This design comes from an exercise in tuning for small area, a short achievable clock period and few clock cycles on the open sky130 flow, not from production work. In this exercise RTL edits were held to simulation tests only and were not proved equivalent to the original. Power is estimated from default activity; no workload was simulated.

$ cat design/flow/flow/run.sh
#!/bin/bash
set -euo pipefail
export BUFFER_PORTS_ARGS="-buffer_cell sky130_fd_sc_hd__buf_1"
bash standard.sh MATCH_CELL_FOOTPRINT=0 finish > standard_flow.log 2>&1
$ cat design/flow/constraint.sdc
create_clock -name core_clock -period 6.0 [get_ports {i_clk}]
set_input_delay 1.2000 -clock core_clock [delete_from_list [all_inputs] [get_ports {i_clk}]]
set_output_delay 1.2000 -clock core_clock [all_outputs]
set_load 0.01 [all_outputs]
$ cat design/flow/design.v
package hart_mem_pkg;
    typedef logic [32-1:0] word_t;
    typedef logic [4-1:0] byte_mask_t;
    typedef enum logic [1:0] {
        LS_BYTE = 2'd0,
        LS_HALF = 2'd1,
        LS_WORD = 2'd2
    } ls_size_e;
    typedef enum logic [1:0] {
        OWN_NONE   = 2'd0,
        OWN_ICACHE = 2'd1,
        OWN_DCACHE = 2'd2
    } bus_owner_e;
endpackage
`timescale 1ns/1ps
module addr_sel_ls (
    input  logic i_read,
    input  logic i_write,
    input  logic i_turn,
    output logic o_sel
);
    assign o_sel = (i_read || i_write) && i_turn;
endmodule
module addr_sel_fetch (
    input  logic i_read,
    input  logic i_write,
    input  logic i_turn,
    output logic o_sel
);
    assign o_sel = !((i_read || i_write) && i_turn);
endmodule
module addr_mux (
    input  logic [29:0] i_ls,
    input  logic [29:0] i_fetch,
    input  logic        i_sel_ls,
    input  logic        i_sel_fetch,
    output logic [29:0] o_addr
);
    assign o_addr = (i_ls & {30{i_sel_ls}}) | (i_fetch & {30{i_sel_fetch}});
endmodule
`timescale 1ns/1ps
module hart_mem_sys (
    input  logic                   i_clk,
    input  logic                   i_rst_n,
    input  logic [31:0]            i_fetch_addr,
    output logic [31:0]            o_fetch_inst,
    output logic                   o_fetch_busy,
    input  logic                   i_ls_read,
    input  logic                   i_ls_write,
    input  logic [31:0]            i_ls_addr,
    input  logic [31:0]            i_ls_wdata,
    input  logic [1:0]             i_ls_size,
    input  logic                   i_ls_unsigned,
    output logic [31:0]            o_ls_rdata,
    output logic                   o_ls_trap,
    output logic                   o_ls_busy,
    output logic                   o_mem_ren,
    output logic                   o_mem_wen,
    output logic [31:0]            o_mem_addr,
    output logic [31:0]            o_mem_wdata,
    input  logic [31:0]            i_mem_rdata,
    input  logic                   i_mem_valid,
    input  logic                   i_mem_ready
);
    typedef enum logic [1:0] {
        RD_NONE  = 2'd0,
        RD_FETCH = 2'd1,
        RD_LOAD  = 2'd2,
        RD_STORE = 2'd3
    } rd_e;
    rd_e        rd_q, rd_d;
    logic [1:0] off_q;
    logic [1:0] size_q;
    logic       uns_q;
    always_ff @(posedge i_clk) begin
        if (!i_rst_n) rd_q <= RD_NONE;
        else          rd_q <= rd_d;
        off_q  <= i_ls_addr[1:0];
        size_q <= i_ls_size;
        uns_q  <= i_ls_unsigned;
    end
    logic rd_none, rd_f, rd_l, rd_s;
    logic is_byte, is_half, is_word, mis_q;
    assign rd_none = (rd_q == RD_NONE);
    assign rd_f    = (rd_q == RD_FETCH);
    assign rd_l    = (rd_q == RD_LOAD);
    assign rd_s    = (rd_q == RD_STORE);
    assign is_byte = (size_q == 2'd0);
    assign is_half = (size_q == 2'd1);
    assign is_word = size_q[1];
    assign mis_q   = (is_half && off_q[0]) || (is_word && (off_q != 2'b00));
    logic ls_turn_q, ls_turn_d;
    logic ls_sel, word_store, ls_done;
    always_ff @(posedge i_clk) begin
        if (!i_rst_n) ls_turn_q <= 1'b1;
        else          ls_turn_q <= ls_turn_d;
    end
    assign word_store = i_ls_write && i_ls_size[1] && (i_ls_addr[1:0] == 2'b00);
    logic sel_fetch;
    addr_sel_ls u_sel_ls (
        .i_read(i_ls_read), .i_write(i_ls_write), .i_turn(ls_turn_q), .o_sel(ls_sel)
    );
    addr_sel_fetch u_sel_fetch (
        .i_read(i_ls_read), .i_write(i_ls_write), .i_turn(ls_turn_q), .o_sel(sel_fetch)
    );
    assign o_mem_wen  = i_mem_ready && ((rd_none && ls_turn_q && word_store) ||
                                        (rd_s && i_mem_valid && !mis_q));
    assign o_mem_ren  = i_mem_ready && ((rd_none && !(ls_turn_q && word_store)) ||
                                        (rd_l && i_mem_valid));
    addr_mux u_addr_mux (
        .i_ls(i_ls_addr[31:2]), .i_fetch(i_fetch_addr[31:2]),
        .i_sel_ls(ls_sel), .i_sel_fetch(sel_fetch), .o_addr(o_mem_addr[31:2])
    );
    assign o_mem_addr[1:0] = 2'b00;
    assign ls_done = (i_ls_read || i_ls_write) && !o_ls_busy;
    always_comb begin
        rd_d = rd_q;
        if (i_mem_valid) rd_d = RD_NONE;
        if (o_mem_ren) begin
            if (!ls_sel)         rd_d = RD_FETCH;
            else if (i_ls_write) rd_d = RD_STORE;
            else                 rd_d = RD_LOAD;
        end
        ls_turn_d = ls_turn_q;
        if (ls_done || (o_mem_ren && ls_sel && i_ls_read)) ls_turn_d = 1'b0;
        if (!o_fetch_busy) ls_turn_d = 1'b1;
    end
    assign o_fetch_inst = i_mem_rdata;
    assign o_fetch_busy = !(rd_f && i_mem_valid);
    assign o_ls_busy = !(o_mem_wen || ((rd_l || (rd_s && mis_q)) && i_mem_valid));
    assign o_ls_trap = mis_q && rd_q[1];
    logic [3:0] mask, sel_old, sel_own, sel_lo, sel_hi;
    always_comb begin
        if (is_byte)      mask = 4'b0001 << off_q;
        else if (is_half) mask = off_q[1] ? 4'b1100 : 4'b0011;
        else              mask = 4'b1111;
    end
    always_comb begin
        sel_old = 4'b0000;
        sel_own = 4'b1111;
        sel_lo  = 4'b0000;
        sel_hi  = 4'b0000;
        if (rd_s) begin
            sel_old = ~mask;
            sel_own = mask & (is_half ? 4'b0011 : 4'b0001);
            sel_lo  = mask & (is_half ? 4'b0100 : 4'b1110);
            sel_hi  = mask & (is_half ? 4'b1000 : 4'b0000);
        end
    end
    always_comb begin
        for (int k = 0; k < 4; k++) begin
            o_mem_wdata[8*k +: 8] = ({8{sel_old[k]}} & i_mem_rdata[8*k +: 8]) |
                                    ({8{sel_own[k]}} & i_ls_wdata[8*k +: 8]) |
                                    ({8{sel_lo[k]}}  & i_ls_wdata[7:0]) |
                                    ({8{sel_hi[k]}}  & i_ls_wdata[15:8]);
        end
    end
    logic [3:0] lo_sel, sign_b_sel, sign_h_sel;
    logic       sign_b, sign_bh;
    assign lo_sel     = 4'b0001 << off_q;
    assign sign_b_sel = (uns_q || !is_byte) ? 4'b0000 : lo_sel;
    assign sign_h_sel = (uns_q || !is_half) ? 4'b0000 : (off_q[1] ? 4'b1000 : 4'b0010);
    assign sign_b     = |(sign_b_sel & {i_mem_rdata[31], i_mem_rdata[23],
                                        i_mem_rdata[15], i_mem_rdata[7]});
    assign sign_bh    = |((sign_b_sel | sign_h_sel) & {i_mem_rdata[31], i_mem_rdata[23],
                                                       i_mem_rdata[15], i_mem_rdata[7]});
    always_comb begin
        o_ls_rdata[7:0]   = ({8{lo_sel[0]}} & i_mem_rdata[7:0]) |
                            ({8{lo_sel[1]}} & i_mem_rdata[15:8]) |
                            ({8{lo_sel[2]}} & i_mem_rdata[23:16]) |
                            ({8{lo_sel[3]}} & i_mem_rdata[31:24]);
        o_ls_rdata[15:8]  = ({8{!is_byte && !off_q[1]}} & i_mem_rdata[15:8]) |
                            ({8{!is_byte &&  off_q[1]}} & i_mem_rdata[31:24]) |
                            {8{sign_b}};
        o_ls_rdata[31:16] = ({16{is_word}} & i_mem_rdata[31:16]) | {16{sign_bh}};
    end
endmodule
$ cat design/flow/config.mk
export PLATFORM = sky130hd
export DESIGN_NAME = hart_mem_sys
export DESIGN_NICKNAME = hart_mem_sys
export VERILOG_FILES = /design/flow/design.v
export SDC_FILE = /design/flow/constraint.sdc
export NUM_CORES = 4
export LEC_CHECK = 0
export ABC_AREA = 1
export CAP_MARGIN = 20
export CORE_MARGIN = 2
export CORE_UTILIZATION = 20
export CTS_BUF_LIST = sky130_fd_sc_hd__clkbuf_2
export PLACE_DENSITY = 0.8
export SETUP_SLACK_MARGIN = 2.5
export SLEW_MARGIN = 20
export SYNTH_HIERARCHICAL = 1
export SYNTH_MINIMUM_KEEP_SIZE = 0
$ cat design/flow/standard.sh
#!/bin/bash
# synth_recipe.tcl (not shown) runs the flow's synth.tcl, then flattens the netlist and writes it again
# the make line also repeats each setting of config.mk as NAME=value (left out here)
make -C /OpenROAD-flow-scripts/flow DESIGN_CONFIG=/design/flow/config.mk WORK_HOME=/design/flow/orfs CLKGATE_MAP_FILE= SYNTH_SCRIPT=/design/flow/synth_recipe.tcl "${@:-finish}"
==> reports/qor.txt, run 1 <==
syn_area_per_cell: 5.04 um2
Critical Path AT: 2.23 ns
Non-Filler Instances: 819
die width: 110 um
adder-cell share of the synthesized area: 0%
most common cell after layout, fill and taps aside: buf_1
Final Cell Area: 0.00321 mm2
skew final: 0.0103 ns
RePlAce Congestion: 0.862
# Max-Cap Violations: 0
leak pwr: 1.53 nW
Area after DPL: 0.00307 mm2
top cells by area, synth: nand2_1 40%, buf_4 12%, nand3_1 7.7%
largest area contributor in the netlist: nand2_1
total track usage: 20.3%
critical path endpoint category: output port
Starting Density: 20.7%
CTS buffer count: 3
Setup crit start kind: input pin
Final nets: 818
post-DR wirelength/cell: 16.2 um
Rel. slew slack: 59.7%
Sink Count: 8
Mapped Area: 0.00226 mm2
largest net degree at the start of global routing: 24
Critical Path Fanout Max: 17
final period utilization: 57.1%
clk buf depth: 2
CTS tree: yes
Seq/Total Area, Yosys: 7.07%
Fill cells: 1267
Ys Warns: 7
clock latency (worst-skew pair): 0.25 ns
initial antenna violation count: 0
Reg2Reg Depth: 5
H-tree depth: 1
Final ANT Viol Nets: 0
Worst Hold Slack: 0.582 ns
final wirelength: 13.3 mm
WP data required: 4.80 ns
first-pass GRT wire length: 19.7 mm
Cell variety after synth: 28
status: finished clean
Detail Placement HPWL: 10.9 mm
hold buffer count at cts: 0
layout cell share with drive strength beyond 1: 6.63%
RSZ-0062 raised after global routing: yes
vias in the first global route: 3597
WS Path Type: input pin to output port
DR vias/cell: 4.58
n_diodes: 0
Max Clock Freq: 292 MHz
Synth Area in Simple Gates: 56.9%
drt first pass iters: 5
GRT overflow: 0
die height: 110 um
Clock Pin Slew Worst Setup and Hold Paths: 0.08 ns
compound-cell area share of the yosys netlist: 13.1%
xor and xnor area share after synthesis: 0%
Vias: 3750
Root Buffer: clkbuf_2
synthesized flop and latch total: 8
Slew Viols, Final: 0
multi-input logic area: 0.00166 mm2
hold depth: 2
Core Box Area: 0.0109 mm2
die area: 0.0122 mm2
setup TNS: 0 ns
maximum vdd drop: 0.0859 mV
# IOs: 270
min-delay worst type: flip-flop to flip-flop
post-synth top area share: 40.3%
final setup fails: 0
Power Dens Cells: 122 mW/mm2
1st-iter DRT viols: 254
area delta synth->final: 41.9%
IO Port Bufs: 265
Hold Vio Cnt, Final: 0
largest family of logic cells by synthesized area: simple AND/OR/NAND/NOR gates
mux contribution to synthesized area: 0%
Syn Inst Count: 449
cell total after placement: 809
Post-route DRC: 0
Slew @ Worst Pin: 0.602 ns
Tmin final: 3.43 ns
Reg area: 161 um2
Row Count: 38
commonest cells after routing, fill and taps aside: 256 x buf_1, 242 x nand2_1, 35 x inv_1, 35 x nand3_1, 16 x o21ai_0
Yosys stat by module, one instance, submodules excluded:
module,times used,cells inside,flops+latches
hart_mem_sys,1,349,8
addr_mux,1,96,0
addr_sel_ls,1,3,0
addr_sel_fetch,1,1,0
Yosys cell counts, drive strengths merged:
cell type and instances:
or2 1, dfxtp 8, o211ai 4, nand2 247, a21boi 2, a31oi 1
o22ai 2, nand4 6, conb 1, o21ai 21, inv 38, a221oi 2
a21oi 6, nor2 23, buf 45, nand3 35, clkbuf 1, o2111ai 6
registers in the layout, indices dropped and copies added, names as in the netlist:
register / flops
off_q: 2
size_q: 2
ls_turn_q: 1
uns_q: 1
rd_q: 2
layout make-up:
cell class / count / area share [%]
clock buffer: 3 / 0.467
inverter: 38 / 4.44
multi-input combinational: 361 / 51.5
sequential: 8 / 5.02
tap: 140 / 5.45
timing repair buffer: 269 / 33.1
metal layers:
metal / track usage, % / vias up / share of wire [%]
met3: 2.31 / 37 / 7.6
li1: - / 1847 / -
met4: 9.75 / 0 / 5.0
met1: 20.5 / 1610 / 34
met5: 0 / - / 0
met2: 40.5 / 256 / 54
worst paths after layout:
kind	start	endpoint	slack [ns]
setup reg to reg	ls_turn_q$_SDFFE_PP1P_	ls_turn_q$_SDFFE_PP1P_	4.43
setup / recovery	i_ls_write	o_mem_addr[20]	2.57
hold reg to reg	rd_q[1]$_SDFFE_PN0P_	rd_q[1]$_SDFFE_PN0P_	0.58
hold / removal	rd_q[1]$_SDFFE_PN0P_	rd_q[1]$_SDFFE_PN0P_	0.58
worst max-delay path, stage by stage:
cell	delay, ns
clkbuf_2	0.17
nor2_2	0.35
nor2_4	0.08
buf_12	0.16
nand2_1	0.05
nand2_1	0.06
buf_1	0.15
report_power, final:
| part | switching (mW) | internal (mW) |
|---|---|---|
| logic | 0.195 | 0.0978 |
| clock network | 0.0191 | 0.0136 |
| registers | 0.00904 | 0.0570 |
logic make-up after synthesis:
logic type	count (synthesis)
AOI/OAI and AO/OA	44
buffers and inverters	84
DFF	8
other	1
and+or+nand+nor	312
per-stage QoR:
| stage | worst slack [ns] | utilization [%] | power [mW] |
|---|---|---|---|
| after floorplan | 2.94 | - | 0.235 |
| after global placement | 2.06 | 28.1 | 0.342 |
| after detailed placement | 2.01 | 28.1 | 0.344 |
| after CTS | 2.51 | 29.1 | 0.391 |
| after global routing | 2.49 | 29.4 | 0.427 |
| final | 2.57 | 29.4 | 0.392 |
what timing repair did:
action | in CTS | in global routing
setup endpoints to repair | 48 | 50
setup buffers | 4 | 0
pin swaps | 3 | 1
cloned | 2 | 1
gates resized for setup | 7 | 13
Testbench counts, summed over its fixed seeds: cycles 137,032.
==> run 2: changes to the inputs <==
--- a/design/flow/config.mk
+++ b/design/flow/config.mk
@@ -9,6 +9,7 @@
 export CAP_MARGIN = 20
 export CORE_MARGIN = 2
-export CORE_UTILIZATION = 20
+export CORE_UTILIZATION = 25
 export CTS_BUF_LIST = sky130_fd_sc_hd__clkbuf_2
+export GPL_TIMING_DRIVEN = 0
 export PLACE_DENSITY = 0.8
 export SETUP_SLACK_MARGIN = 2.5
==> run 2 against run 1 <==
- cell area grew 6.5%
- critical path depth grew 2
- maximum frequency grew 0.19%
- non-clock buffer count grew 42
- core utilization grew 9.7 points
- register-to-register slack gained 0.14 ns
- synthesized cell count is the same
- via count grew 3.5%
==> reports/qor.txt, run 2 <==
n_diodes: 0 (unchanged)
main flop type after synthesis: dfxtp_1 (unchanged)
drt first pass iters: 4 (was 5)
post-DR wirelength/cell: 14.6 um (was 16.2 um)
final core occ: 39.1% (was 29.4%)
clk buf depth: 2 (unchanged)
critical path endpoint category: output port (unchanged)
Comb pwr share: 76.7% (was 74.8%)
die area: 0.00984 mm2 (was 0.0122 mm2)
commonest cells after routing, fill and taps aside: 265 x buf_1, 242 x nand2_1, 35 x inv_1, 35 x nand3_1, 35 x buf_4 (was 256 x buf_1, 242 x nand2_1, 35 x inv_1, 35 x nand3_1, 16 x o21ai_0)
leak pwr: 1.67 nW (was 1.53 nW)
Slew Viols, Final: 0 (unchanged)
# IOs: 270 (unchanged)
# Max-Cap Violations: 0 (unchanged)
vias in the first global route: 3525 (was 3597)
biggest registers after layout: off_q: 2 flops, rd_q: 2 flops, size_q: 2 flops (unchanged)
Syn Inst Count: 449 (unchanged)
final period utilization: 57.0% (was 57.1%)
Final nets: 857 (was 818)
Cell variety after synth: 28 (unchanged)
Sw Pwr: 0.217 mW (was 0.223 mW)
Post-synth EDFFs: 0 (unchanged)
die width: 99.2 um (was 110 um)
Rel. slew slack: 60.3% (was 59.7%)
initial antenna violation count: 0 (unchanged)
synth cell count leaders: 243 x nand2_1, 35 x buf_4, 35 x inv_1, 35 x nand3_1, 16 x o21ai_0 (unchanged)
Tmin final: 3.42 ns (was 3.43 ns)
Hold Vio Cnt, Final: 0 (unchanged)
status: finished clean (unchanged)
Root Buffer: clkbuf_2 (unchanged)
top cells by area, synth: nand2_1 40%, buf_4 12%, nand3_1 7.7% (unchanged)
Clock Pin Slew Worst Setup and Hold Paths: 0.06 ns (was 0.08 ns)
total power draw: 0.401 mW (was 0.392 mW)
RSZ-0062 raised after global routing: yes (unchanged)
synthesized flop and latch total: 8 (unchanged)
Core Box Area: 0.00876 mm2 (was 0.0109 mm2)
Sink Count: 8 (unchanged)
H-tree depth: 1 (unchanged)
Seq/Total Area, Yosys: 7.07% (unchanged)
worst-path cell chain: buf_1, nand2_1, nand2_1, inv_1, a21boi_2, nor2_4, buf_6, o21ai_2, buf_1 (was clkbuf_2, nor2_2, nor2_4, buf_12, nand2_1, nand2_1, buf_1)
largest net degree at the start of global routing: 11 (was 24)
DR vias/cell: 4.70 (was 4.58)
Starting Density: 25.8% (was 20.7%)
Slowest cell on crit path: buf_1 (was nor2_2)
Post-route DRC: 0 (unchanged)
first-pass GRT wire length: 17.9 mm (was 19.7 mm)
Critical Path Fanout Max: 10 (was 17)
Mapped Area: 0.00226 mm2 (unchanged)
crit-path max cell delay: 0.19 ns (was 0.35 ns)
final worst slack: 2.58 ns (was 2.57 ns)
area delta synth->final: 51.2% (was 41.9%)
WS Path Type: input pin to output port (unchanged)
skew final: 0.0109 ns (was 0.0103 ns)
min-delay worst type: flip-flop to flip-flop (unchanged)
Reg2Reg Depth: 11 (was 5)
IO Port Bufs: 265 (unchanged)
Clock Power Share: 7.9% (was 8.3%)
Vias: 3883 (was 3750)
final wirelength: 12.0 mm (was 13.3 mm)
1st-iter DRT viols: 100 (was 254)
Row Count: 34 (was 38)
Async S/R FF share, synth: 0% (unchanged)
RePlAce Congestion: 0.948 (was 0.862)
largest area contributor in the netlist: nand2_1 (unchanged)
layout cell share with drive strength beyond 1: 9.89% (was 6.63%)
Ys Warns: 7 (unchanged)
final setup fails: 0 (unchanged)
GRT overflow: 0 (unchanged)
maximum vdd drop: 0.0640 mV (was 0.0859 mV)
CTS tree: yes (unchanged)
Max Clock Freq: 293 MHz (was 292 MHz)
Net Sw Frac: 54.1% (was 57.0%)
worst slack, placed: 2.42 ns (was 2.01 ns)
Setup crit start kind: input pin (unchanged)
setup TNS: 0 ns (unchanged)
CTS buffer count: 3 (unchanged)
hold depth: 2 (unchanged)
Detail Placement HPWL: 10.5 mm (was 10.9 mm)
most common cell after layout, fill and taps aside: buf_1 (unchanged)
post-synth top area share: 40.3% (unchanged)
Power Dens Cells: 117 mW/mm2 (was 122 mW/mm2)
sequential power share: 15.4% (was 16.9%)
top-count cell post-synth: nand2_1 (unchanged)
syn_area_per_cell: 5.04 um2 (unchanged)
Final ANT Viol Nets: 0 (unchanged)
Slew @ Worst Pin: 0.593 ns (was 0.602 ns)
clock latency (worst-skew pair): 0.24 ns (was 0.25 ns)
total track usage: 23.0% (was 20.3%)
WP data required: 4.80 ns (about the same)
Pint: 0.184 mW (was 0.168 mW)
die height: 99.2 um (was 110 um)
Fill cells: 1037 (was 1267)
Post-CTS Setup Bufs: 0 (was 4)
Critical Path AT: 2.22 ns (was 2.23 ns)
==> run 2: cell count changes in the layout (fill, tap and decap cells not counted), moves of 2 or more <==
| cell | before | now |
|---|---|---|
| buf_4 | 1 | 35 |
| buf_1 | 256 | 265 |
| buf_6 | 1 | 9 |
| clkbuf_2 | 10 | 3 |
| buf_12 | 2 | 0 |
| nor2_2 | 6 | 4 |
| o21ai_4 | 2 | 0 |
==> run 2: repair_timing <==
item,in CTS,in global routing
endpoints found under the setup margin,30,24
hold buffers,0,0
pin swaps,0,1
gates resized for setup,1,2
hold endpoints to repair,0,0
==> run 2: layer usage <==
metal | part of all wire (%) | wire, um | GRT usage (%) | vias up
li1 | - | - | - | 1927
met1 | 33 | 3980 | 23.4 | 1665
met2 | 53 | 6340 | 45.3 | 245
met3 | 8.3 | 1000 | 2.53 | 46
met4 | 6.0 | 718 | 12.0 | 0
met5 | 0 | 0 | 0 | -
==> run 2: metrics by stage <==
step / instances / instance area (um2) / hold WS (ns)
5_1_grt: 826 / 3420 / 0.547
3_3_place_gp: 823 / 3400 / 0.484
6_report: 826 / 3420 / 0.500
3_5_place_dp: 823 / 3400 / 0.491
4_1_cts: 826 / 3420 / 0.503
2_1_floorplan: 450 / 2270 / 0.468
==> run 2: kinds of logic after synthesis <==
group	Yosys count	share of synthesized area, %
AO/OA/AOI/OAI	44	13.1
buffers and inverters	84	22.8
flip-flops	8	7.07
other	1	0.166
AND/OR/NAND/NOR	312	56.9
==> run 2: worst paths after layout <==
check / start / endpoint / slack, ns
worst max-delay path: i_mem_rdata[23] / o_ls_rdata[30] / 2.58
worst min-delay path: ls_turn_q$_SDFFE_PP1P_ / ls_turn_q$_SDFFE_PP1P_ / 0.50
worst max register to register: size_q[1]$_DFF_P_ / ls_turn_q$_SDFFE_PP1P_ / 4.57
worst min register to register: ls_turn_q$_SDFFE_PP1P_ / ls_turn_q$_SDFFE_PP1P_ / 0.50
==> run 2: power groups by stage <==
stage | sequential (mW) | clock (mW) | combinational [mW]
finish | 0.0619 | 0.0316 | 0.307
global placement | 0.0630 | 0 | 0.306
CTS | 0.0618 | 0.0332 | 0.309
detailed placement | 0.0631 | 0 | 0.307
floorplan | 0.0617 | 0 | 0.174
global route | 0.0624 | 0.0349 | 0.339
==> run 2: area by class of cell <==
class                      instances  area, um2  area share, %
sequential                         8        160           4.68
clock buffer                       3       15.0          0.439
inverter                          38        143           4.17
tap                              108        135           3.95
multi-input combinational        358       1600           46.8
buffer                            46        373           10.9
timing repair buffer             265        995           29.1
==> run 2: worst max-delay path: cells and delay by family <==
family	cells	cell delay, ns
buffers and inverters	4	0.56
AO/OA/AOI/OAI	2	0.23
AND/OR/NAND/NOR	3	0.22
==> run 2: per-module statistics from Yosys, one instance, submodules excluded <==
module,flip-flops and latches,times used
addr_mux,0,1
addr_sel_fetch,0,1
addr_sel_ls,0,1
hart_mem_sys,8,1
==> run 3: changes to the inputs <==
--- a/design/flow/config.mk
+++ b/design/flow/config.mk
@@ -11,5 +11,5 @@
 export CORE_UTILIZATION = 25
 export CTS_BUF_LIST = sky130_fd_sc_hd__clkbuf_2
-export GPL_TIMING_DRIVEN = 0
+export GPL_ROUTABILITY_DRIVEN = 0
 export PLACE_DENSITY = 0.8
 export SETUP_SLACK_MARGIN = 2.5
==> run 3 against run 2 <==
- final cell count is 4.7% lower
- largest power group unchanged
- clock power is 3% lower
- critical path depth is 2 lower
- sequential share of layout area is 0.41 points higher
- setup slack better by 0.0087 ns
- non-clock buffer count is 42 lower
- worst hold slack better by 0.073 ns
- count of clock-buffer cells in the layout stayed put
- clock skew is 0.010 ns lower
- total power is 3.2% lower
- synthesized cell count stayed put
==> reports/qor.txt, run 3 <==
Ys Warns: 7 (unchanged)
Detail Placement HPWL: 10.0 mm (was 10.5 mm)
status: finished clean (unchanged)
Hold Vio Cnt, Final: 0 (unchanged)
Final ANT Viol Nets: 0 (unchanged)
CTS tree: yes (unchanged)
Core Box Area: 0.00876 mm2 (unchanged)
top cells by area, synth: nand2_1 40%, buf_4 12%, nand3_1 7.7% (unchanged)
largest area contributor in the netlist: nand2_1 (unchanged)
final wirelength: 12.3 mm (was 12.0 mm)
commonest cells after routing, fill and taps aside: 261 x buf_1, 242 x nand2_1, 35 x inv_1, 35 x nand3_1, 16 x o21ai_0 (was 265 x buf_1, 242 x nand2_1, 35 x inv_1, 35 x nand3_1, 35 x buf_4)
Tmin final: 3.41 ns (was 3.42 ns)
CTS buffer count: 3 (unchanged)
post-synth top area share: 40.3% (unchanged)
Sink Count: 8 (unchanged)
Row Count: 34 (unchanged)
Max Clock Freq: 293 MHz (about the same)
setup TNS: 0 ns (unchanged)
initial antenna violation count: 1 (was 0)
main flop type after synthesis: dfxtp_1 (unchanged)
die area: 0.00984 mm2 (unchanged)
final worst slack: 2.59 ns (was 2.58 ns)
final setup fails: 0 (unchanged)
final period utilization: 56.8% (was 57.0%)
area delta synth->final: 40.1% (was 51.2%)
Rel. slew slack: 63.5% (was 60.3%)
Seq/Total Area, Yosys: 7.07% (unchanged)
synth cell count leaders: 243 x nand2_1, 35 x buf_4, 35 x inv_1, 35 x nand3_1, 16 x o21ai_0 (unchanged)
maximum vdd drop: 0.0887 mV (was 0.0640 mV)
Setup crit start kind: input pin (unchanged)
Slew Viols, Final: 0 (unchanged)
Root Buffer: clkbuf_2 (unchanged)
Async S/R FF share, synth: 0% (unchanged)
Post-route DRC: 0 (unchanged)
IO Port Bufs: 265 (unchanged)
first-pass GRT wire length: 17.8 mm (was 17.9 mm)
largest net degree at the start of global routing: 24 (was 11)
1st-iter DRT viols: 151 (was 100)
top-count cell post-synth: nand2_1 (unchanged)
syn_area_per_cell: 5.04 um2 (unchanged)
RSZ-0062 raised after global routing: no (was yes)
die width: 99.2 um (unchanged)
Mapped Area: 0.00226 mm2 (unchanged)
drt first pass iters: 5 (was 4)
vias in the first global route: 3432 (was 3525)
clock latency (worst-skew pair): 0.23 ns (was 0.24 ns)
Critical Path Fanout Max: 5 (was 10)
clk buf depth: 2 (unchanged)
DR vias/cell: 4.83 (was 4.70)
skew final: 0.000627 ns (was 0.0109 ns)
Clock Pin Slew Worst Setup and Hold Paths: 0.07 ns (was 0.06 ns)
die height: 99.2 um (unchanged)
WS Path Type: input pin to output port (unchanged)
layout cell share with drive strength beyond 1: 5.75% (was 9.89%)
GRT overflow: 0 (unchanged)
Starting Density: 25.8% (unchanged)
total track usage: 23.3% (was 23.0%)
H-tree depth: 1 (unchanged)
post-DR wirelength/cell: 15.6 um (was 14.6 um)
Cell variety after synth: 28 (unchanged)
Critical Path AT: 2.21 ns (was 2.22 ns)
Post-synth EDFFs: 0 (unchanged)
# IOs: 270 (unchanged)
worst slack, placed: 2.03 ns (was 2.42 ns)
synthesized flop and latch total: 8 (unchanged)
leak pwr: 1.51 nW (was 1.67 nW)
Slew @ Worst Pin: 0.546 ns (was 0.593 ns)
critical path endpoint category: output port (unchanged)
Power Dens Cells: 122 mW/mm2 (was 117 mW/mm2)
# Max-Cap Violations: 0 (unchanged)
biggest registers after layout: off_q: 2 flops, rd_q: 2 flops, size_q: 2 flops (unchanged)
most common cell after layout, fill and taps aside: buf_1 (unchanged)
Vias: 3800 (was 3883)
hold buffer count at cts: 0 (unchanged)
WP data required: 4.80 ns (about the same)
min-delay worst type: flip-flop to flip-flop (unchanged)
Syn Inst Count: 449 (unchanged)
Final nets: 817 (was 857)
[run 3: area by class of cell]
class	instances	area, um2
Clock buffer	3	15.0
Multi-Input combinational cell	360	1650
Sequential cell	8	161
Timing Repair Buffer	269	1070
Fill cell	1049	5590
Antenna cell	1	2.50
Tap cell	108	135
Inverter	38	143
[run 3: kinds of logic after synthesis]
logic type	after synthesis	share of synthesized area, %
flip-flops	8	7.07
other	1	0.166
buffers and inverters	84	22.8
AND/OR/NAND/NOR	312	56.9
AO/OA/AOI/OAI	44	13.1
[run 3: power by group]
part,switching (mW),total [mW],internal (mW)
clock network,0.0171,0.0307,0.0136
registers,0.00903,0.0660,0.0570
logic,0.192,0.291,0.0993
[run 3: repair_timing]
item | 4_1_cts | 5_1_grt
gates resized for setup | 7 | 5
pin swaps | 3 | 1
cloned | 2 | 0
buffers inserted | 3 | 1
endpoints found under the setup margin | 54 | 40
endpoints found under the hold margin | 0 | 0
[run 3: metal layers]
| metal | routed length (um) | part of all wire (%) | GRT usage, % | vias to the layer above |
|---|---|---|---|---|
| met2 | 6510 | 53 | 46.5 | 253 |
| met1 | 3970 | 32 | 22.8 | 1667 |
| met3 | 1050 | 8.6 | 2.95 | 34 |
| met5 | 0 | 0 | 0 | - |
| li1 | - | - | - | 1846 |
| met4 | 725 | 5.9 | 12.9 | 0 |
[run 3: per-module statistics from Yosys (local to each module, per instance)]
module	flops+latches	area (um2)	cells	times used
addr_sel_fetch	0	5.00	1	1
hart_mem_sys	8	1840	349	1
addr_mux	0	405	96	1
addr_sel_ls	0	11.3	3	1
[run 3: worst paths after layout]
check                             from                     end  slack [ns]  cells past startpoint
hold / removal    rd_q[1]$_SDFFE_PN0P_    rd_q[1]$_SDFFE_PN0P_        0.57                      2
hold reg to reg   rd_q[1]$_SDFFE_PN0P_    rd_q[1]$_SDFFE_PN0P_        0.57                      2
setup reg to reg     size_q[1]$_DFF_P_  ls_turn_q$_SDFFE_PP1P_        4.44                     10
setup / recovery       i_mem_rdata[31]          o_ls_rdata[27]        2.59                      7
[run 3: critical path, cell delays in order]
cell and delay [ns]:
buf_1 0.20, nand2_1 0.13, a21boi_2 0.19, nor2_4 0.06
buf_4 0.16, o21ai_0 0.07, buf_1 0.19
[run 3: per-stage QoR]
stage          std cells  hold WS, ns  util [%]  cell area [um2]  power [mW]
6_report             787        0.573      36.2             3170       0.388
4_1_cts              785        0.554      35.8             3130       0.385
5_1_grt              787        0.612      36.2             3170       0.423
3_3_place_gp         777        0.501      34.6             3030       0.339
2_1_floorplan        450        0.468         -             2270       0.235
3_5_place_dp         777        0.506      34.6             3030       0.340
==> run 4: changes to the inputs <==
--- a/design/flow/config.mk
+++ b/design/flow/config.mk
@@ -11,8 +11,8 @@
 export CORE_UTILIZATION = 25
 export CTS_BUF_LIST = sky130_fd_sc_hd__clkbuf_2
-export GPL_ROUTABILITY_DRIVEN = 0
 export PLACE_DENSITY = 0.8
-export SETUP_SLACK_MARGIN = 2.5
+export SETUP_SLACK_MARGIN = 2.6
 export SLEW_MARGIN = 20
 export SYNTH_HIERARCHICAL = 1
 export SYNTH_MINIMUM_KEEP_SIZE = 0
+export TNS_END_PERCENT = 0
==> run 4 against run 3 <==
- still clean on timing, DRC and antenna
- die area stayed put
- count of clock-buffer cells in the layout stayed put
- clock skew hardly changed
- sequential share of layout area hardly changed
- total power is 0.72% higher
- sequential power hardly changed
- area after synthesis stayed put
- critical path type unchanged
- critical endpoint is now o_ls_rdata[28]
- largest cell class unchanged
- largest power group unchanged
==> reports/qor.txt, run 4 <==
status: finished clean (unchanged)
largest net degree at the start of global routing: 24 (unchanged)
Post-route DRC: 0 (unchanged)
CTS tree: yes (unchanged)
Mapped Area: 0.00226 mm2 (unchanged)
Seq/Total Area, Yosys: 7.07% (unchanged)
Syn Inst Count: 449 (unchanged)
DR vias/cell: 4.77 (was 4.83)
Power Dens Cells: 122 mW/mm2 (about the same)
sequential power share: 16.8% (was 17.0%)
Net Sw Frac: 55.8% (was 56.2%)
worst-path cell chain: buf_2, nand2_1, nand2_1, inv_1, a21boi_2, nor2_4, buf_12, o21ai_0, buf_1 (was buf_1, nand2_1, a21boi_2, nor2_4, buf_4, o21ai_0, buf_1)
n_diodes: 0 (was 1)
layout cell share with drive strength beyond 1: 6.63% (was 5.75%)
Root Buffer: clkbuf_2 (unchanged)
commonest cells after routing, fill and taps aside: 258 x buf_1, 242 x nand2_1, 35 x inv_1, 35 x nand3_1, 15 x o21ai_0 (was 261 x buf_1, 242 x nand2_1, 35 x inv_1, 35 x nand3_1, 16 x o21ai_0)
Pint: 0.173 mW (was 0.170 mW)
Sw Pwr: 0.218 mW (about the same)
final wirelength: 12.1 mm (was 12.3 mm)
Worst Hold Slack: 0.573 ns (about the same)
top-count cell post-synth: nand2_1 (unchanged)
Row Count: 34 (unchanged)
synthesized flop and latch total: 8 (unchanged)
initial antenna violation count: 0 (was 1)
1st-iter DRT viols: 84 (was 151)
WS Path Type: input pin to output port (unchanged)
Max Clock Freq: 298 MHz (was 293 MHz)
biggest registers after layout: off_q: 2 flops, rd_q: 2 flops, size_q: 2 flops (unchanged)
min-delay worst type: flip-flop to flip-flop (unchanged)
Cell variety after synth: 28 (unchanged)
RePlAce Congestion: 0.943
Vias: 3751 (was 3800)
final setup fails: 0 (unchanged)
Hold Vio Cnt, Final: 0 (unchanged)
H-tree depth: 1 (unchanged)
hold_sp: rd_q[1]$_SDFFE_PN0P_ (unchanged)
Critical Path AT: 2.16 ns (was 2.21 ns)
skew final: 0.000599 ns (was 0.000627 ns)
main flop type after synthesis: dfxtp_1 (unchanged)
Core Box Area: 0.00876 mm2 (unchanged)
die width: 99.2 um (unchanged)
Slowest cell on crit path: a21boi_2 (was buf_1)
setup TNS: 0 ns (unchanged)
final period utilization: 55.9% (was 56.8%)
Tmin final: 3.36 ns (was 3.41 ns)
most common cell after layout, fill and taps aside: buf_1 (unchanged)
largest area contributor in the netlist: nand2_1 (unchanged)
crit-path max cell delay: 0.18 ns (was 0.20 ns)
top cells by area, synth: nand2_1 40%, buf_4 12%, nand3_1 7.7% (unchanged)
Worst path most repeated cell: nand2_1 (was buf_1)
RSZ-0062 raised after global routing: yes (was no)
Slew Viols, Final: 0 (unchanged)
clk buf depth: 2 (unchanged)
area delta synth->final: 41.0% (was 40.1%)
Ys Warns: 7 (unchanged)
hold buffer count at cts: 0 (unchanged)
Setup crit start kind: input pin (unchanged)
die height: 99.2 um (unchanged)
# Max-Cap Violations: 0 (unchanged)
GRT overflow: 0 (unchanged)
Comb pwr share: 75.3% (was 75.1%)
Critical Path Fanout Max: 15 (was 5)
post-DR wirelength/cell: 15.4 um (was 15.6 um)
vias in the first global route: 3420 (was 3432)
post-synth top area share: 40.3% (unchanged)
first-pass GRT wire length: 17.8 mm (unchanged)
Clock Power Share: 7.8% (was 7.9%)
Final nets: 818 (was 817)
maximum vdd drop: 0.0890 mV (was 0.0887 mV)
clock latency (worst-skew pair): 0.23 ns (about the same)
Async S/R FF share, synth: 0% (unchanged)
synth cell count leaders: 243 x nand2_1, 35 x buf_4, 35 x inv_1, 35 x nand3_1, 16 x o21ai_0 (unchanged)
Detail Placement HPWL: 9.97 mm (was 10.0 mm)
leak pwr: 1.53 nW (was 1.51 nW)
Clock Pin Slew Worst Setup and Hold Paths: 0.07 ns (about the same)
worst r2r src: size_q[1]$_DFF_P_ (unchanged)
Starting Density: 25.8% (unchanged)
Final ANT Viol Nets: 0 (unchanged)
Post-synth EDFFs: 0 (unchanged)
Sink Count: 8 (unchanged)
CTS buffer count: 3 (unchanged)
IO Port Bufs: 265 (unchanged)
syn_area_per_cell: 5.04 um2 (unchanged)
Fill cells: 1014 (was 1049)
crit-path leading delay family: buffers and inverters (unchanged)
WP buf/inv: 4 (was 3)
die area: 0.00984 mm2 (unchanged)
critical path endpoint category: output port (unchanged)
WP data required: 4.80 ns (about the same)
total track usage: 23.5% (was 23.3%)
CP startpoint: i_mem_rdata[23] (was i_mem_rdata[31])
drt first pass iters: 4 (was 5)
# IOs: 270 (unchanged)
==> run 4: worst paths after layout <==
path	endpoint	slack, ns	cells past startpoint
hold / removal	rd_q[1]$_SDFFE_PN0P_	0.57	2
hold reg to reg	rd_q[1]$_SDFFE_PN0P_	0.57	2
setup reg to reg	ls_turn_q$_SDFFE_PP1P_	4.45	10
setup / recovery	o_ls_rdata[28]	2.64	9
==> run 4: logic make-up after synthesis <==
kind of cell	count (synthesis)	share of synthesized area [%]
buf+inv	84	22.8
simple gates	312	56.9
flops	8	7.07
compound gates	44	13.1
other cells	1	0.166
==> run 4: modules after synthesis (local to each module, per instance) <==
module          cells  cell area [um2]
hart_mem_sys      349             1840
addr_mux           96              405
addr_sel_ls         3             11.3
addr_sel_fetch      1             5.00
==> run 4: area by class of cell <==
class	count	area (um2)	area share, %
clock buffer	3	15.0	0.470
inverter	38	143	4.47
multi-input combinational	360	1660	51.9
sequential	8	161	5.05
tap	108	135	4.23
timing repair buffer	270	1080	33.8
==> run 4: through the flow <==
step / instance area, um2 / setup slack, ns / utilization, % / cells / total power, mW
after detailed placement: 3030 / 2.04 / 34.6 / 777 / 0.340
final: 3190 / 2.64 / 36.5 / 787 / 0.391
after CTS: 3140 / 2.49 / 35.8 / 786 / 0.387
after global routing: 3190 / 2.55 / 36.5 / 787 / 0.426
after global placement: 3030 / 2.03 / 34.6 / 777 / 0.339
after floorplan: 2270 / 2.94 / - / 450 / 0.235
==> run 4: worst reg2reg max path, stage by stage, from the launching register on <==
cell	delay, ns
dfxtp_2	0.55
inv_2	0.19
nand2_4	0.15
nand2_1	0.12
nand2_1	0.08
nand2_1	0.05
nand2_1	0.07
nand2_1	0.08
nand2_1	0.07
nand3_1	0.06
nand2_1	0.07
==> run 4: what timing repair did <==
action | 4_1_cts | 5_1_grt
gates resized for setup | 6 | 17
setup buffers | 4 | 1
pin swaps | 4 | 3
setup endpoints to repair | 62 | 70
gates cloned | 2 | 0
==> run 4: routing by layer <==
metal  track usage, %  routed length, um
met5                0                  0
met4             10.5                559
met3             2.04                896
met2             48.3               6740
met1             23.3               3960
==> run 4: power by group through the flow <==
stage / Combinational, mW / Clock [mW] / Sequential (mW)
finish: 0.294 / 0.0306 / 0.0658
global placement: 0.274 / 0 / 0.0652
global route: 0.324 / 0.0353 / 0.0669
detailed placement: 0.275 / 0 / 0.0654
floorplan: 0.174 / 0 / 0.0617
CTS: 0.290 / 0.0320 / 0.0652
==> run 5: changes to the inputs <==
--- a/design/flow/config.mk
+++ b/design/flow/config.mk
@@ -12,7 +12,6 @@
 export CTS_BUF_LIST = sky130_fd_sc_hd__clkbuf_2
 export PLACE_DENSITY = 0.8
-export SETUP_SLACK_MARGIN = 2.6
+export SETUP_SLACK_MARGIN = 2.55
 export SLEW_MARGIN = 20
 export SYNTH_HIERARCHICAL = 1
 export SYNTH_MINIMUM_KEEP_SIZE = 0
-export TNS_END_PERCENT = 0
==> run 5 against run 4 <==
- worst hold slack better by 0.0088 ns
- routed wire length shrank 0.15%
- global-route usage barely moved
- combinational power is essentially flat
- cell area shrank 0.39%
- clock power is essentially flat
- total power decreased by 0.39%
- register-to-register slack is essentially flat
- maximum frequency about the same
- largest power group unchanged
==> reports/qor.txt, run 5 <==
status: finished clean (unchanged)
hold depth: 2 (unchanged)
cell total after placement: 777 (unchanged)
Cell variety after synth: 28 (unchanged)
Setup crit start kind: input pin (unchanged)
vias in the first global route: 3445 (was 3420)
RSZ-0062 raised after global routing: no (was yes)
final worst slack: 2.64 ns (about the same)
top-count cell post-synth: nand2_1 (unchanged)
Worst Hold Slack: 0.582 ns (was 0.573 ns)
Reg area: 161 um2 (unchanged)
leak pwr: 1.53 nW (about the same)
Critical Path Fanout Max: 17 (was 15)
Slew Viols, Final: 0 (unchanged)
GRT overflow: 0 (unchanged)
IO Port Bufs: 265 (unchanged)
commonest cells after routing, fill and taps aside: 258 x buf_1, 242 x nand2_1, 35 x inv_1, 35 x nand3_1, 15 x o21ai_0 (unchanged)
Critical Path AT: 2.16 ns (about the same)
Non-Filler Instances: 787 (unchanged)
Reg2Reg Depth: 10 (unchanged)
Sw Pwr: 0.217 mW (was 0.218 mW)
sequential power share: 16.9% (was 16.8%)
Post-route DRC: 0 (unchanged)
main flop type after synthesis: dfxtp_1 (unchanged)
area delta synth->final: 40.5% (was 41.0%)
clock latency (worst-skew pair): 0.23 ns (about the same)
final wirelength: 12.1 mm (about the same)
Hold Vio Cnt, Final: 0 (unchanged)
multi-input logic area: 0.00165 mm2 (was 0.00166 mm2)
Mapped Area: 0.00226 mm2 (unchanged)
biggest registers after layout: off_q: 2 flops, rd_q: 2 flops, size_q: 2 flops (unchanged)
Power Dens Cells: 122 mW/mm2 (about the same)
maximum vdd drop: 0.0843 mV (was 0.0890 mV)
n_diodes: 0 (unchanged)
Tmin final: 3.36 ns (about the same)
Core Box Area: 0.00876 mm2 (unchanged)
layout cell share with drive strength beyond 1: 6.33% (was 6.63%)
clk buf depth: 2 (unchanged)
Slew @ Worst Pin: 0.566 ns
top cells by area, synth: nand2_1 40%, buf_4 12%, nand3_1 7.7% (unchanged)
Comb pwr share: 75.3% (about the same)
Fill cells: 1017 (was 1014)
Final nets: 818 (unchanged)
# Max-Cap Violations: 0 (unchanged)
Row Count: 34 (unchanged)
1st-iter DRT viols: 92 (was 84)
largest area contributor in the netlist: nand2_1 (unchanged)
most common cell after layout, fill and taps aside: buf_1 (unchanged)
Area after DPL: 0.00303 mm2 (unchanged)
Async S/R FF share, synth: 0% (unchanged)
RePlAce Congestion: 0.943 (unchanged)
Starting Density: 25.8% (unchanged)
Final ANT Viol Nets: 0 (unchanged)
CTS buffer count: 3 (unchanged)
final setup fails: 0 (unchanged)
total power draw: 0.389 mW (was 0.391 mW)
Clock Pin Slew Worst Setup and Hold Paths: 0.07 ns (about the same)
die height: 99.2 um (unchanged)
Syn Inst Count: 449 (unchanged)
DR vias/cell: 4.74 (was 4.77)
drt first pass iters: 5 (was 4)
CTS tree: yes (unchanged)
critical path endpoint category: output port (unchanged)
skew final: 0.00161 ns (was 0.000599 ns)
min-delay worst type: flip-flop to flip-flop (unchanged)
Seq/Total Area, Yosys: 7.07% (unchanged)
worst slack, placed: 2.04 ns (unchanged)
Net Sw Frac: 55.8% (about the same)
Vias: 3732 (was 3751)
Root Buffer: clkbuf_2 (unchanged)
die area: 0.00984 mm2 (unchanged)
H-tree depth: 1 (unchanged)
Sink Count: 8 (unchanged)
WP data required: 4.80 ns (about the same)
initial antenna violation count: 0 (unchanged)
Final Cell Area: 0.00318 mm2 (was 0.00319 mm2)
syn_area_per_cell: 5.04 um2 (unchanged)
Rel. slew slack: 62.1%
Max Clock Freq: 298 MHz (about the same)
Clock Power Share: 7.8% (about the same)
final period utilization: 56.0% (was 55.9%)
synth cell count leaders: 243 x nand2_1, 35 x buf_4, 35 x inv_1, 35 x nand3_1, 16 x o21ai_0 (unchanged)
setup TNS: 0 ns (unchanged)
total track usage: 23.5% (about the same)
first-pass GRT wire length: 17.9 mm (was 17.8 mm)
die width: 99.2 um (unchanged)
WS Path Type: input pin to output port (unchanged)
synthesized flop and latch total: 8 (unchanged)
Detail Placement HPWL: 9.97 mm (unchanged)
Ys Warns: 7 (unchanged)
# IOs: 270 (unchanged)
final core occ: 36.3% (was 36.5%)
post-DR wirelength/cell: 15.4 um (about the same)
r2r setup slk: 4.45 ns (about the same)
Post-synth EDFFs: 0 (unchanged)
hold buffer count at cts: 0 (unchanged)
post-synth top area share: 40.3% (unchanged)
Pint: 0.172 mW (was 0.173 mW)
largest net degree at the start of global routing: 24 (unchanged)
[run 5: critical path: stages]
cell	delay, ns
clkbuf_2	0.17
nor2_2	0.28
nor2_4	0.08
buf_12	0.15
nand2_1	0.06
nand2_1	0.05
buf_1	0.16
[run 5: cell families after synthesis]
family,count (synthesis),synth area share (%)
DFF,8,7.07
buffers and inverters,84,22.8
other,1,0.166
and+or+nand+nor,312,56.9
AOI/OAI and AO/OA,44,13.1
[run 5: Yosys stat by module (local to each module, per instance)]
module          times used  area, um2
addr_mux                 1        405
addr_sel_fetch           1       5.00
addr_sel_ls              1       11.3
hart_mem_sys             1       1840
[run 5: power groups by stage]
stage / logic, mW / clock network, mW / registers, mW
floorplan: 0.174 / 0 / 0.0617
global placement: 0.274 / 0 / 0.0652
detailed placement: 0.275 / 0 / 0.0654
CTS: 0.290 / 0.0320 / 0.0654
global route: 0.323 / 0.0353 / 0.0668
finish: 0.293 / 0.0303 / 0.0658
[run 5: per-layer routing]
metal  vias up  global-route usage [%]  part of all wire (%)
met2       231                    47.8                    54
met3        35                    2.04                   7.7
li1       1849                       -                     -
met5         -                       0                     0
met4         0                    11.7                   5.4
met1      1617                    23.3                    32
[run 5: repair_timing]
item / in CTS / in global routing
endpoints found under the setup margin: 62 / 40
setup buffers: 4 / 1
pin swaps: 4 / 2
cloned: 2 / 0
gates resized for setup: 8 / 11
[run 5: area by class of cell]
type	count	area share, %
flip-flops and latches	8	5.07
clock buffers	3	0.472
repair buffers	270	33.9
inverters	38	4.48
multi-input cells	360	51.8
well taps	108	4.25
[run 5: final timing paths]
path,endpoint,from
setup / recovery,o_mem_addr[24],i_ls_read
hold / removal,rd_q[1]$_SDFFE_PN0P_,rd_q[1]$_SDFFE_PN0P_
setup reg to reg,ls_turn_q$_SDFFE_PP1P_,size_q[1]$_DFF_P_
hold reg to reg,rd_q[1]$_SDFFE_PN0P_,rd_q[1]$_SDFFE_PN0P_
==> run 6: changes to the inputs <==
--- a/design/flow/config.mk
+++ b/design/flow/config.mk
@@ -6,5 +6,5 @@
 export NUM_CORES = 4
 export LEC_CHECK = 0
-export ABC_AREA = 1
+export ABC_AREA = 0
 export CAP_MARGIN = 20
 export CORE_MARGIN = 2
@@ -12,5 +12,5 @@
 export CTS_BUF_LIST = sky130_fd_sc_hd__clkbuf_2
 export PLACE_DENSITY = 0.8
-export SETUP_SLACK_MARGIN = 2.55
+export SETUP_SLACK_MARGIN = 2.3
 export SLEW_MARGIN = 20
 export SYNTH_HIERARCHICAL = 1
==> run 6 against run 5 <==
- count of clock-buffer cells in the layout unchanged
- largest power group unchanged
- flip-flop and latch count unchanged
- sequential share of layout area grew 0.080 points
- non-clock buffer count is 4 higher
- die area is 4.4% lower
- still clean on timing, DRC and antenna
==> reports/qor.txt, run 6 <==
status: finished clean (unchanged)
clk buf depth: 2 (unchanged)
Final ANT Viol Nets: 0 (unchanged)
1st-iter DRT viols: 193 (was 92)
min-delay worst type: flip-flop to flip-flop (unchanged)
Post-route DRC: 0 (unchanged)
IO Port Bufs: 265 (unchanged)
maximum vdd drop: 0.0932 mV (was 0.0843 mV)
Sw Pwr: 0.194 mW (was 0.217 mW)
Setup crit start kind: input pin (unchanged)
# Max-Cap Violations: 0 (unchanged)
largest net degree at the start of global routing: 33 (was 24)
worst flop-to-flop path endpoint: ls_turn_q$_SDFFE_PP1P_ (unchanged)
Seq/Total Area, Yosys: 7.41% (was 7.07%)
Clock Pin Slew Worst Setup and Hold Paths: 0.08 ns (was 0.07 ns)
final setup fails: 0 (unchanged)
Max Clock Freq: 261 MHz (was 298 MHz)
cell total after placement: 586 (was 777)
top-count cell post-synth: a22o_1 (was nand2_1)
largest area contributor in the netlist: a22o_1 (was nand2_1)
area delta synth->final: 46.1% (was 40.5%)
biggest registers after layout: off_q: 2 flops, rd_q: 2 flops, size_q: 2 flops (unchanged)
Slew Viols, Final: 0 (unchanged)
first-pass GRT wire length: 16.3 mm (was 17.9 mm)
synth cell count leaders: 46 x a22o_1, 34 x buf_4, 20 x nand2_1, 17 x a221o_1, 15 x o21ai_0 (was 243 x nand2_1, 35 x buf_4, 35 x inv_1, 35 x nand3_1, 16 x o21ai_0)
CTS tree: yes (unchanged)
drt first pass iters: 4 (was 5)
n_diodes: 0 (unchanged)
final period utilization: 63.9% (was 56.0%)
most common cell after layout, fill and taps aside: buf_1 (unchanged)
# IOs: 270 (unchanged)
setup TNS: 0 ns (unchanged)
Comb pwr share: 73.9% (was 75.3%)
die area: 0.00940 mm2 (was 0.00984 mm2)
leak pwr: 1.17 nW (was 1.53 nW)
Ys Warns: 7 (unchanged)
Post-synth EDFFs: 0 (unchanged)
Starting Density: 26.0% (was 25.8%)
WS Path Type: input pin to output port (unchanged)
Hold Path End: rd_q[0]$_SDFFE_PN0P_ (was rd_q[1]$_SDFFE_PN0P_)
Cell variety after synth: 44 (was 28)
Hold Vio Cnt, Final: 0 (unchanged)
Non-Filler Instances: 598 (was 787)
Reg2Reg Depth: 5 (was 10)
CTS buffer count: 3 (unchanged)
Async S/R FF share, synth: 0% (unchanged)
Power Dens Cells: 122 mW/mm2 (about the same)
Critical Path Fanout Max: 7 (was 17)
post-synth top area share: 18.6% (was 40.3%)
Core Box Area: 0.00830 mm2 (was 0.00876 mm2)
clock latency (worst-skew pair): 0.24 ns (was 0.23 ns)
Critical Path AT: 2.63 ns (was 2.16 ns)
Rel. slew slack: 37.9% (was 62.1%)
Tmin final: 3.83 ns (was 3.36 ns)
Clock Power Share: 8.3% (was 7.8%)
RePlAce Congestion: 0.987 (was 0.943)
final wirelength: 11.7 mm (was 12.1 mm)
top cells by area, synth: a22o_1 19%, buf_4 12%, mux4_2 8.3% (was nand2_1 40%, buf_4 12%, nand3_1 7.7%)
RSZ-0062 raised after global routing: yes (was no)
commonest cells after routing, fill and taps aside: 250 x buf_1, 46 x a22o_1, 19 x nand2_1 (was 258 x buf_1, 242 x nand2_1, 35 x inv_1, 35 x nand3_1, 15 x o21ai_0)
Vias: 3274 (was 3732)
H-tree depth: 1 (unchanged)
post-DR wirelength/cell: 19.6 um (was 15.4 um)
sequential power share: 17.8% (was 16.9%)
Mapped Area: 0.00216 mm2 (was 0.00226 mm2)
GRT overflow: 0 (unchanged)
Pint: 0.191 mW (was 0.172 mW)
critical path endpoint category: output port (unchanged)
total track usage: 21.7% (was 23.5%)
die height: 97.0 um (was 99.2 um)
DR vias/cell: 5.47 (was 4.74)
hold depth: 2 (unchanged)
r2r setup slk: 4.30 ns (was 4.45 ns)
Root Buffer: clkbuf_2 (unchanged)
WP data required: 4.80 ns (about the same)
main flop type after synthesis: dfxtp_1 (unchanged)
Slew @ Worst Pin: 0.928 ns (was 0.566 ns)
Final nets: 632 (was 818)
hold_sp: rd_q[0]$_SDFFE_PN0P_ (was rd_q[1]$_SDFFE_PN0P_)
initial antenna violation count: 0 (unchanged)
Syn Inst Count: 268 (was 449)
synthesized flop and latch total: 8 (unchanged)
Net Sw Frac: 50.4% (was 55.8%)
skew final: 0.00694 ns (was 0.00161 ns)
Row Count: 33 (was 34)
layout cell share with drive strength beyond 1: 12.2% (was 6.33%)
syn_area_per_cell: 8.06 um2 (was 5.04 um2)
worst r2r src: off_q[1]$_DFF_P_ (was size_q[1]$_DFF_P_)
die width: 97.0 um (was 99.2 um)
Sink Count: 8 (unchanged)
vias in the first global route: 3023 (was 3445)
Detail Placement HPWL: 8.83 mm (was 9.97 mm)
==> run 6: power by group through the flow <==
| stage | Clock [mW] | Sequential, mW | Combinational, mW |
|---|---|---|---|
| finish | 0.0318 | 0.0684 | 0.284 |
| global route | 0.0364 | 0.0698 | 0.304 |
| CTS | 0.0324 | 0.0679 | 0.271 |
| detailed placement | 0 | 0.0681 | 0.261 |
| global placement | 0 | 0.0680 | 0.259 |
| floorplan | 0 | 0.0600 | 0.172 |
==> run 6: how the worst max path moves through the flow <==
stage,start,end,slack [ns],cells past startpoint
final,i_mem_rdata[23],o_ls_rdata[28],2.17,7
after global routing,i_mem_rdata[23],o_ls_rdata[16],2.12,7
after CTS,i_mem_rdata[23],o_ls_rdata[16],2.23,7
after detailed placement,i_mem_rdata[23],o_ls_rdata[16],1.78,6
after global placement,i_mem_rdata[23],o_ls_rdata[20],1.78,6
after floorplan,i_mem_rdata[23],o_ls_rdata[21],2.51,5
==> run 6: repair_timing <==
action | CTS | global route
cloned | 0 | 2
setup endpoints to repair | 78 | 53
pin swaps | 1 | 4
resized for setup | 12 | 28
buffers inserted | 3 | 4
hold buffers | 0 | 0
==> run 6: stage by stage <==
stage          utilization [%]  instance area (um2)  total power, mW  setup WS [ns]  hold slack [ns]
2_1_floorplan                -                 2160            0.232           2.51            0.503
4_1_cts                   36.7                 3050            0.371           2.23            0.608
6_report                  38.0                 3160            0.384           2.17            0.627
3_3_place_gp              35.2                 2920            0.327           1.78            0.562
3_5_place_dp              35.2                 2920            0.329           1.78            0.555
5_1_grt                   38.0                 3160            0.410           2.12            0.651
==> run 6: kinds of logic (layout without fill, tap and decap cells) <==
group                  count (synthesis)  count (layout)  synth area share, %
AOI/OAI and AO/OA                    118             119                 43.1
buffers and inverters                 59             282                 18.6
DFF                                    8               8                 7.41
muxes                                 25              25                 16.9
other                                  1               2                0.174
and+or+nand+nor                       57              57                 13.7
==> run 6: layer usage <==
metal	GRT usage [%]	vias up	share of wire (%)
met4	7.58	0	2.6
met1	24.3	1534	35
li1	-	1467	-
met3	4.26	25	9.7
met5	0	-	0
met2	40.6	248	53
==> run 6: critical path, stage by stage <==
cell and delay (ns):
buf_8 0.10, mux2_4 0.26, a221o_1 0.33, a32oi_4 0.31, clkbuf_16 0.22, o21ai_1 0.07, clkbuf_2 0.14
==> run 6: modules after synthesis, one instance, submodules excluded <==
module,cells,flip-flops and latches
addr_sel_ls,1,0
addr_sel_fetch,1,0
hart_mem_sys,230,8
addr_mux,36,0
==> run 6: area by class of cell <==
| class | count | area [um2] |
|---|---|---|
| Fill cell | 894 | 5140 |
| Multi-Input combinational cell | 203 | 1690 |
| Timing Repair Buffer | 274 | 1140 |
| Sequential cell | 8 | 163 |
| Tap cell | 105 | 131 |
| Inverter | 5 | 18.8 |
| Clock buffer | 3 | 15.0 |
==> run 7: changes to the inputs <==
--- a/design/flow/config.mk
+++ b/design/flow/config.mk
@@ -12,5 +12,5 @@
 export CTS_BUF_LIST = sky130_fd_sc_hd__clkbuf_2
 export PLACE_DENSITY = 0.8
-export SETUP_SLACK_MARGIN = 2.3
+export SETUP_SLACK_MARGIN = 2.4
 export SLEW_MARGIN = 20
 export SYNTH_HIERARCHICAL = 1
==> run 7 against run 6 <==
- still clean
- worst hold slack improved by 0.020 ns
- core utilization increased by 0.86 points
- global-route usage increased by 0.41 points
- combinational power increased by 2%
- clock skew about the same
- flip-flop and latch count unchanged
- sequential share of layout area decreased by 0.11 points
- non-clock buffer count increased by 2
- largest power group unchanged
==> reports/qor.txt, run 7 <==
largest net degree at the start of global routing: 33 (unchanged)
area delta synth->final: 49.4% (was 46.1%)
Slowest cell on crit path: a221o_1 (unchanged)
maximum vdd drop: 0.101 mV (was 0.0932 mV)
Final ANT Viol Nets: 0 (unchanged)
drt first pass iters: 4 (unchanged)
GRT overflow: 0 (unchanged)
DR vias/cell: 5.48 (was 5.47)
Cell variety after synth: 44 (unchanged)
adder-cell share of the synthesized area: 0% (unchanged)
clk buf depth: 2 (unchanged)
Starting Density: 26.0% (unchanged)
CTS tree: yes (unchanged)
Mapped Area: 0.00216 mm2 (unchanged)
Reg area: 163 um2 (unchanged)
biggest registers after layout: off_q: 2 flops, rd_q: 2 flops, size_q: 2 flops (unchanged)
Async S/R FF share, synth: 0% (unchanged)
Critical Path Fanout Max: 7 (unchanged)
CTS buffer count: 3 (unchanged)
Sink Count: 8 (unchanged)
Synth Area in Simple Gates: 13.7% (unchanged)
final setup fails: 0 (unchanged)
final wirelength: 11.7 mm (about the same)
syn_area_per_cell: 8.06 um2 (unchanged)
Syn Inst Count: 268 (unchanged)
Slew Viols, Final: 0 (unchanged)
status: finished clean (unchanged)
most common cell after layout, fill and taps aside: buf_1 (unchanged)
Final nets: 634 (was 632)
setup TNS: 0 ns (unchanged)
total track usage: 22.1% (was 21.7%)
multi-input logic area: 0.00172 mm2 (was 0.00169 mm2)
Reg2Reg Depth: 4 (was 5)
n_diodes: 0 (unchanged)
worst slack, placed: 1.78 ns (unchanged)
Max Clock Freq: 261 MHz (about the same)
Row Count: 33 (unchanged)
Power Dens Cells: 121 mW/mm2 (was 122 mW/mm2)
Root Buffer: clkbuf_2 (unchanged)
clock latency (worst-skew pair): 0.24 ns (about the same)
main flop type after synthesis: dfxtp_1 (unchanged)
Post-route DRC: 0 (unchanged)
top cells by area, synth: a22o_1 19%, buf_4 12%, mux4_2 8.3% (unchanged)
WP data required: 4.80 ns (about the same)
Ys Warns: 7 (unchanged)
IO Port Bufs: 265 (unchanged)
Hold Vio Cnt, Final: 0 (unchanged)
Seq/Total Area, Yosys: 7.41% (unchanged)
WS Path Type: input pin to output port (unchanged)
Area after DPL: 0.00292 mm2 (unchanged)
RePlAce Congestion: 0.987 (unchanged)
synth cell count leaders: 46 x a22o_1, 34 x buf_4, 20 x nand2_1, 17 x a221o_1, 15 x o21ai_0 (unchanged)
xor and xnor area share after synthesis: 0% (unchanged)
H-tree depth: 1 (unchanged)
Clock Pin Slew Worst Setup and Hold Paths: 0.08 ns (about the same)
Post-synth EDFFs: 0 (unchanged)
1st-iter DRT viols: 163 (was 193)
top-count cell post-synth: a22o_1 (unchanged)
Tmin final: 3.83 ns (about the same)
skew final: 0.00674 ns (was 0.00694 ns)
Core Box Area: 0.00830 mm2 (unchanged)
layout cell share with drive strength beyond 1: 15.6% (was 12.2%)
first-pass GRT wire length: 16.6 mm (was 16.3 mm)
RSZ-0062 raised after global routing: yes (unchanged)
crit-path max cell delay: 0.34 ns (was 0.33 ns)
final period utilization: 63.8% (was 63.9%)
Detail Placement HPWL: 8.83 mm (unchanged)
commonest cells after routing, fill and taps aside: 242 x buf_1, 46 x a22o_1, 19 x nand2_1 (was 250 x buf_1, 46 x a22o_1, 19 x nand2_1)
post-DR wirelength/cell: 19.5 um (was 19.6 um)
Final Cell Area: 0.00323 mm2 (was 0.00316 mm2)
Rel. slew slack: 52.8% (was 37.9%)
final core occ: 38.9% (was 38.0%)
mux contribution to synthesized area: 16.9% (unchanged)
Slew @ Worst Pin: 0.707 ns (was 0.928 ns)
largest family of logic cells by synthesized area: compound AO/OA/AOI/OAI gates (unchanged)
final worst slack: 2.17 ns (about the same)
Setup crit start kind: input pin (unchanged)
hold buffer count at cts: 0 (unchanged)
initial antenna violation count: 0 (unchanged)
# IOs: 270 (unchanged)
largest area contributor in the netlist: a22o_1 (unchanged)
Vias: 3285 (was 3274)
synthesized flop and latch total: 8 (unchanged)
hold depth: 2 (unchanged)
leak pwr: 1.23 nW (was 1.17 nW)
compound-cell area share of the yosys netlist: 43.1% (unchanged)
vias in the first global route: 3019 (was 3023)
die area: 0.00940 mm2 (unchanged)
critical path endpoint category: output port (unchanged)
post-synth top area share: 18.6% (unchanged)
die width: 97.0 um (unchanged)
die height: 97.0 um (unchanged)
Critical Path AT: 2.63 ns (about the same)
# Max-Cap Violations: 0 (unchanged)
Fill cells: 892 (was 894)
worst-path cell chain: buf_8, mux2_4, a221o_1, a32oi_4, clkbuf_16, o21ai_1, clkbuf_2 (unchanged)
min-delay worst type: flip-flop to flip-flop (unchanged)
run 7: changes by cell type in the layout (fill, tap and decap cells not counted), moves of 2 or more:
cell     change
buf_1        -8
o21ai_1      +2
buf_2        +8
o21ai_2      +6
o21ai_0      -8
run 7: repair_timing:
item,4_1_cts,5_1_grt
endpoints found under the setup margin,86,50
gates resized for setup,14,59
gates cloned,1,1
setup buffers,5,4
pin swaps,4,3
run 7: worst max-delay path, delay by kind of cell:
family / cells / cell delay [ns]
buf+inv: 3 / 0.46
mux: 1 / 0.26
compound gates: 3 / 0.71
run 7: final timing paths:
check / startpoint / slack [ns] / endpoint
max: i_mem_rdata[23] / 2.17 / o_ls_rdata[25]
min: rd_q[0]$_SDFFE_PN0P_ / 0.65 / rd_q[0]$_SDFFE_PN0P_
max reg2reg: off_q[0]$_DFF_P_ / 4.34 / ls_turn_q$_SDFFE_PP1P_
min reg2reg: rd_q[0]$_SDFFE_PN0P_ / 0.65 / rd_q[0]$_SDFFE_PN0P_
run 7: logic make-up (layout without fill, tap and decap cells):
kind of cell,Yosys count,after routing
AOI/OAI and AO/OA,118,119
buffers and inverters,59,284
other,1,2
DFF,8,8
and+or+nand+nor,57,57
muxes,25,25
run 7: area by class of cell:
type	count	area share [%]
tap	105	4.07
clock buffer	3	0.465
multi-input combinational	203	53.1
inverter	5	0.581
timing repair buffer	276	36.7
sequential	8	5.04
run 7: stage by stage:
| stage | power (mW) | instances | hold WS (ns) |
|---|---|---|---|
| 2_1_floorplan | 0.232 | 269 | 0.503 |
| 3_3_place_gp | 0.327 | 586 | 0.562 |
| 3_5_place_dp | 0.329 | 586 | 0.555 |
| 4_1_cts | 0.374 | 595 | 0.622 |
| 5_1_grt | 0.416 | 600 | 0.669 |
| 6_report | 0.390 | 600 | 0.647 |
run 7: Yosys stat by module, one instance, submodules excluded:
module / cells inside / copies in the design
addr_mux: 36 / 1
addr_sel_fetch: 1 / 1
addr_sel_ls: 1 / 1
hart_mem_sys: 230 / 1
run 7: power by group:
part / internal, mW / leakage (nW) / switching [mW]
Sequential: 0.0567 / 0.0669 / 0.0124
Combinational: 0.124 / 1.15 / 0.165
Clock: 0.0136 / 0.0125 / 0.0182
Total: 0.194 / 1.23 / 0.196
run 7: per-layer routing:
| metal | vias to the layer above | routed length (um) | global-route usage [%] |
|---|---|---|---|
| met5 | - | 0 | 0 |
| met4 | 0 | 89 | 5.20 |
| met3 | 14 | 1230 | 3.97 |
| met2 | 274 | 6360 | 42.6 |
| met1 | 1528 | 3990 | 25.0 |
| li1 | 1469 | - | - |

[re-timing with driven ports]
In the flow no input, the clock included, has a driving cell. The finished layouts below were timed again as built, in two steps. Step 1 (the two cells are an assumption about what drives the block):
set clk [get_ports {i_clk}]
set_driving_cell -lib_cell sky130_fd_sc_hd__clkbuf_16 $clk
set_driving_cell -lib_cell sky130_fd_sc_hd__buf_2 [delete_from_list [all_inputs] $clk]
Step 2, shift: input delay + t, output delay - t, t = (earliest + latest rising clock arrival at the registers) / 2. This alone moves slack from input paths to output paths. Slacks: no drivers / after step 1 / after step 2; pairs: no drivers / after step 1.
run | t (ns) | slack for setup (ns) | worst setup path after step 2
run 1 | 0.269 | 2.575 / 2.549 / 2.549 | input to output
run 2 | 0.258 | 2.581 / 2.560 / 2.560 | input to output
run 3 | 0.246 | 2.590 / 2.568 / 2.568 | input to output
run 4 | 0.248 | 2.645 / 2.622 / 2.622 | input to output
run 5 | 0.246 | 2.643 / 2.614 / 2.614 | input to output
run 6 | 0.252 | 2.168 / 2.129 / 2.129 | input to output
run 7 | 0.251 | 2.172 / 2.134 / 2.134 | input to output
After both steps every run listed still meets setup and hold. The setup slack of run 6, which loses most, moves by -0.039 ns with the drivers and by -0.039 ns with both steps.
